This is an optimization exercise on Yosys and OpenROAD, whose aim is small area, not a production implementation.
In this exercise RTL edits were held to simulation tests only and were not proved equivalent to the original.
The clock port is modelled as an ideal driver, which makes a skipped or thinned clock tree look cheaper than it is; a real chip needs a root buffer or a tree.
Power and IR drop assume default switching activity.

== lane 4 ==
==> module atsc_dc_blocker, before the edit <==
module atsc_dc_blocker #(
    parameter int LOG2_LEN = 6,
    parameter int SR_CTRL  = 132
) (
    input  logic        ce_clk,
    input  logic        ce_rst,
    input  logic        set_stb,
    input  logic [7:0]  set_addr,
    input  logic [31:0] set_data,
    input  logic [31:0] in_tdata,
    input  logic        in_tlast,
    input  logic        in_tvalid,
    output logic        in_tready,
    output logic [31:0] out_tdata,
    output logic        out_tlast,
    output logic        out_tvalid,
    input  logic        out_tready
);
    localparam int N  = 1 << LOG2_LEN;
    localparam int SW = 16 + LOG2_LEN;
    localparam logic [7:0] CTRL_ADDR = 8'(SR_CTRL);
    localparam int KS = 14;   
    localparam int KD = 12;   
    function automatic logic [SW-1:0] csadd(input logic [SW-1:0] a, input logic [SW-1:0] b,
                                            input logic cin, input int K);
        logic c, h, run;
        logic [SW-1:0] r;
        c = cin;
        h = 1'b0;
        for (int k = 0; k < SW; k++) begin
            if (k == K) begin
                h = c;
                c = 1'b0;
            end
            r[k] = a[k] ^ b[k] ^ c;
            c    = (a[k] & b[k]) | (c & (a[k] ^ b[k]));
        end
        run = 1'b1;
        for (int k = 0; k < SW; k++) begin
            if (k < K) begin
                csadd[k] = r[k];
            end else begin
                csadd[k] = r[k] ^ (h & run);
                run      = run & r[k];
            end
        end
    endfunction
    function automatic logic [SW+15:0] comp(input logic [15:0] x, input logic [SW-1:0] base,
                                            input logic mean_en, input logic [15:0] nold);
        logic [SW-1:0] s, c, t, r;
        logic [15:0]   mean, xo, mo, no, res;
        mean = base[SW-1:LOG2_LEN] & {16{mean_en}};
        xo   = x ^ 16'h8000;
        mo   = ~(mean ^ 16'h8000);
        no   = nold ^ 16'h8000;
        r    = csadd({{(SW-16){1'b0}}, xo}, {{(SW-16){1'b0}}, mo}, 1'b1, KD);
        if (r[16] == r[15]) res = r[16] ? 16'h7fff : 16'h8000;
        else                res = r[15:0];
        for (int k = 0; k < 16; k++) begin
            s[k] = base[k] ^ xo[k] ^ no[k];
            c[k] = (base[k] & xo[k]) | (base[k] & no[k]) | (xo[k] & no[k]);
        end
        s[SW-1:16] = base[SW-1:16];
        t = csadd(s, {{(SW-16){~c[15]}}, c[14:0], 1'b1}, 1'b0, KS);
        comp = {res, t};
    endfunction
    function automatic logic [5:0] lfsr_next(input logic [5:0] v);
        lfsr_next = {v[4:0], v[5] ^ v[4]};
    endfunction
    localparam logic [5:0] CNT_ONE = 6'b000001;   
    function automatic logic [5:0] lfsr_after(input int n);
        logic [5:0] v;
        v = CNT_ONE;
        for (int k = 0; k < n; k++) v = lfsr_next(v);
        lfsr_after = v;
    endfunction
    localparam logic [5:0] CNT_LAST = lfsr_after(62);
    logic                    out_tvalid_q;
    logic [31:0]             out_tdata_q;
    logic                    out_tlast_q;
    logic [SW-1:0]           sum_i_q, sum_q_q;
    logic [5:0]              cnt_q;
    logic                    full_q;
    logic                    bypass_q;
    logic                    clear_q;
    logic [31:0]             win [N];
    logic                    accept, ctrl_wr, old_vld;
    logic [SW-1:0]           base_i, base_q;
    logic [15:0]             nold_i, nold_q;
    logic [SW+15:0]          r_i, r_q;
    logic                    unused_bits;
    assign in_tready  = ~out_tvalid_q | out_tready;
    assign accept     = in_tvalid & in_tready;
    assign ctrl_wr    = set_stb & (set_addr == CTRL_ADDR);
    assign out_tdata  = out_tdata_q;
    assign out_tlast  = out_tlast_q;
    assign out_tvalid = out_tvalid_q;
    assign old_vld = full_q & ~clear_q;
    assign base_i  = clear_q ? '0 : sum_i_q;
    assign base_q  = clear_q ? '0 : sum_q_q;
    assign nold_i  = ~({16{old_vld}} & win[N-1][31:16]);
    assign nold_q  = ~({16{old_vld}} & win[N-1][15:0]);
    assign r_i     = comp(in_tdata[31:16], base_i, ~bypass_q, nold_i);
    assign r_q     = comp(in_tdata[15:0],  base_q, ~bypass_q, nold_q);
    assign unused_bits = ^{set_data[31:2]};
    always_ff @(posedge ce_clk or posedge ce_rst) begin
        if (ce_rst) begin
            out_tvalid_q <= 1'b0;
            bypass_q     <= 1'b0;
            clear_q      <= 1'b1;
        end else begin
            out_tvalid_q <= accept | (out_tvalid_q & ~out_tready);
            if (ctrl_wr) bypass_q <= set_data[0];
            clear_q      <= (ctrl_wr & set_data[1]) | (clear_q & ~accept);
        end
    end
    always_ff @(posedge ce_clk) begin
        if (accept) begin
            out_tdata_q <= {r_i[SW+15:SW], r_q[SW+15:SW]};
            out_tlast_q <= in_tlast;
            sum_i_q     <= r_i[SW-1:0];
            sum_q_q     <= r_q[SW-1:0];
            cnt_q       <= clear_q ? CNT_ONE : lfsr_next(cnt_q);
            full_q      <= ~clear_q & (full_q | (cnt_q == CNT_LAST));
            win[0]      <= in_tdata;
            for (int k = 1; k < N; k++) win[k] <= win[k-1];
        end
    end
endmodule
clock: 8.0 ns
lec_check: 0
cap_margin: 0
core_margin: 2
core_utilization: 70
slew_margin: 0
standard.sh (not shown) runs the stock make flow with config.mk's settings and CLKGATE_MAP_FILE= SYNTH_SCRIPT=/design/flow/synth_recipe.tcl, a recipe that flattens the netlist after the stock synthesis.
==> flow/flow/run.sh <==
#!/bin/bash
# Layout flow: the standard flow (standard.sh) with its own clock tree. Before ORFS's CTS
# step, flow/clock_tree.tcl (through the PRE_CTS_TCL hook, flow/cts_hook.tcl) clusters the
# flip-flops by recursive bisection of their placement and drives each cluster from one clock
# buffer, sized to keep the flip-flop clock-pin slew low; the leaf buffers are driven the same
# way by a balanced tree whose top buffers the clock port drives. Ports get one-unit buffers.
# ORFS reads these settings from the environment. standard.sh's output goes to standard.log
# and each ORFS step keeps its own log under orfs/logs.
set -e
HERE=$(cd "$(dirname "${BASH_SOURCE[0]}")" && pwd)
export PRE_CTS_TCL="$HERE/cts_hook.tcl"
export CT_LEVELS="sky130_fd_sc_hd__clkbuf_8:20:60 sky130_fd_sc_hd__clkbuf_8:8 sky130_fd_sc_hd__clkbuf_16:6 sky130_fd_sc_hd__clkbuf_16:4"
export CT_ROOT_MAX=4
export CT_SLEW_LEAF=0.112
export CT_SLEW_MID=0.150
export BUFFER_PORTS_ARGS="-buffer_cell sky130_fd_sc_hd__buf_1"
bash standard.sh > standard.log 2>&1
Other scripts of this flow, unchanged in this note and not shown: flow/flow/clock_tree.tcl, flow/flow/cts_hook.tcl
Lane 4: no failed stages, no open violations at the end
## Diff of input files: lane 3 against lane 4
-- flow/design.v --
<<< lane 4, line 20
    localparam int SW = 16 + LOG2_LEN;
    localparam logic [7:0] CTRL_ADDR = 8'(SR_CTRL);
    localparam int KS = 14;   
    localparam int KD = 12;   
    function automatic logic [SW-1:0] csadd(input logic [SW-1:0] a, input logic [SW-1:0] b,
                                            input logic cin, input int K);
>>> lane 3, line 20
    localparam int SW = 16 + LOG2_LEN;
    localparam logic [7:0] CTRL_ADDR = 8'(SR_CTRL);
    localparam int KS = 11;   
    localparam int KD = 9;    
    function automatic logic [SW-1:0] csadd(input logic [SW-1:0] a, input logic [SW-1:0] b,
                                            input logic cin, input int K);
Results
Lane 3 finished end to end and its layout was clean on timing, DRC and antenna.
Diff lane 4 -> lane 3: met3 layer usage reported by global route shows a reduction of 0.20 points; final period demand of the worst path shows a reduction of 0.85 ns; share of synthesized area occupied by flip-flops and latches shows a reduction of 0.38 points; total power shows an increase of about 2%; antenna cell count shows a reduction of 4.
Area enclosed by the die boundary for lane 3: about 0.4% up relative to lane 4
Going from lane 4 to lane 3, peak fanout along the critical path went up by 7; register fraction of the total cell area went down by 0.40 points.
Total nets after synthesis: higher on lane 3
No run of this note takes its clock network from TritonCTS; it comes from the design's own scripts or RTL.

==> static timing again, ports no longer ideal <==
How much do the figures lean on ideal ports? The routed layouts below were timed once more, with nothing changed but the port constraints.
Step 1 assumes that a clkbuf_16 drives the clock port and a buf_2 every other input.
Step 2 times the ports against the registers' clock, not the clock port: input delays grow and output delays shrink by t, the midpoint of the rising clock arrivals with the driver on.
a / b / c = no drivers / after step 1 / after step 2; a / b = the first two.
run	t (ns)	setup WS [ns]	hold slack, ns	slew at the worst register clock pin (ns)	worst slew at a driven data input, ns
lane 4	1.034	0.511 / 0.511 / -0.069	0.271 / 0.271 / 0.271	0.11 / 0.11	0.07
lane 3	1.010	1.358 / 1.358 / 0.961	0.324 / 0.324 / 0.324	0.11 / 0.11	0.10
Met with ideal ports but missed after step 2: setup timing in lane 4. For lane 4, which loses most, drivers alone change the setup slack by 0.000 ns; drivers and shift together by -0.580 ns.
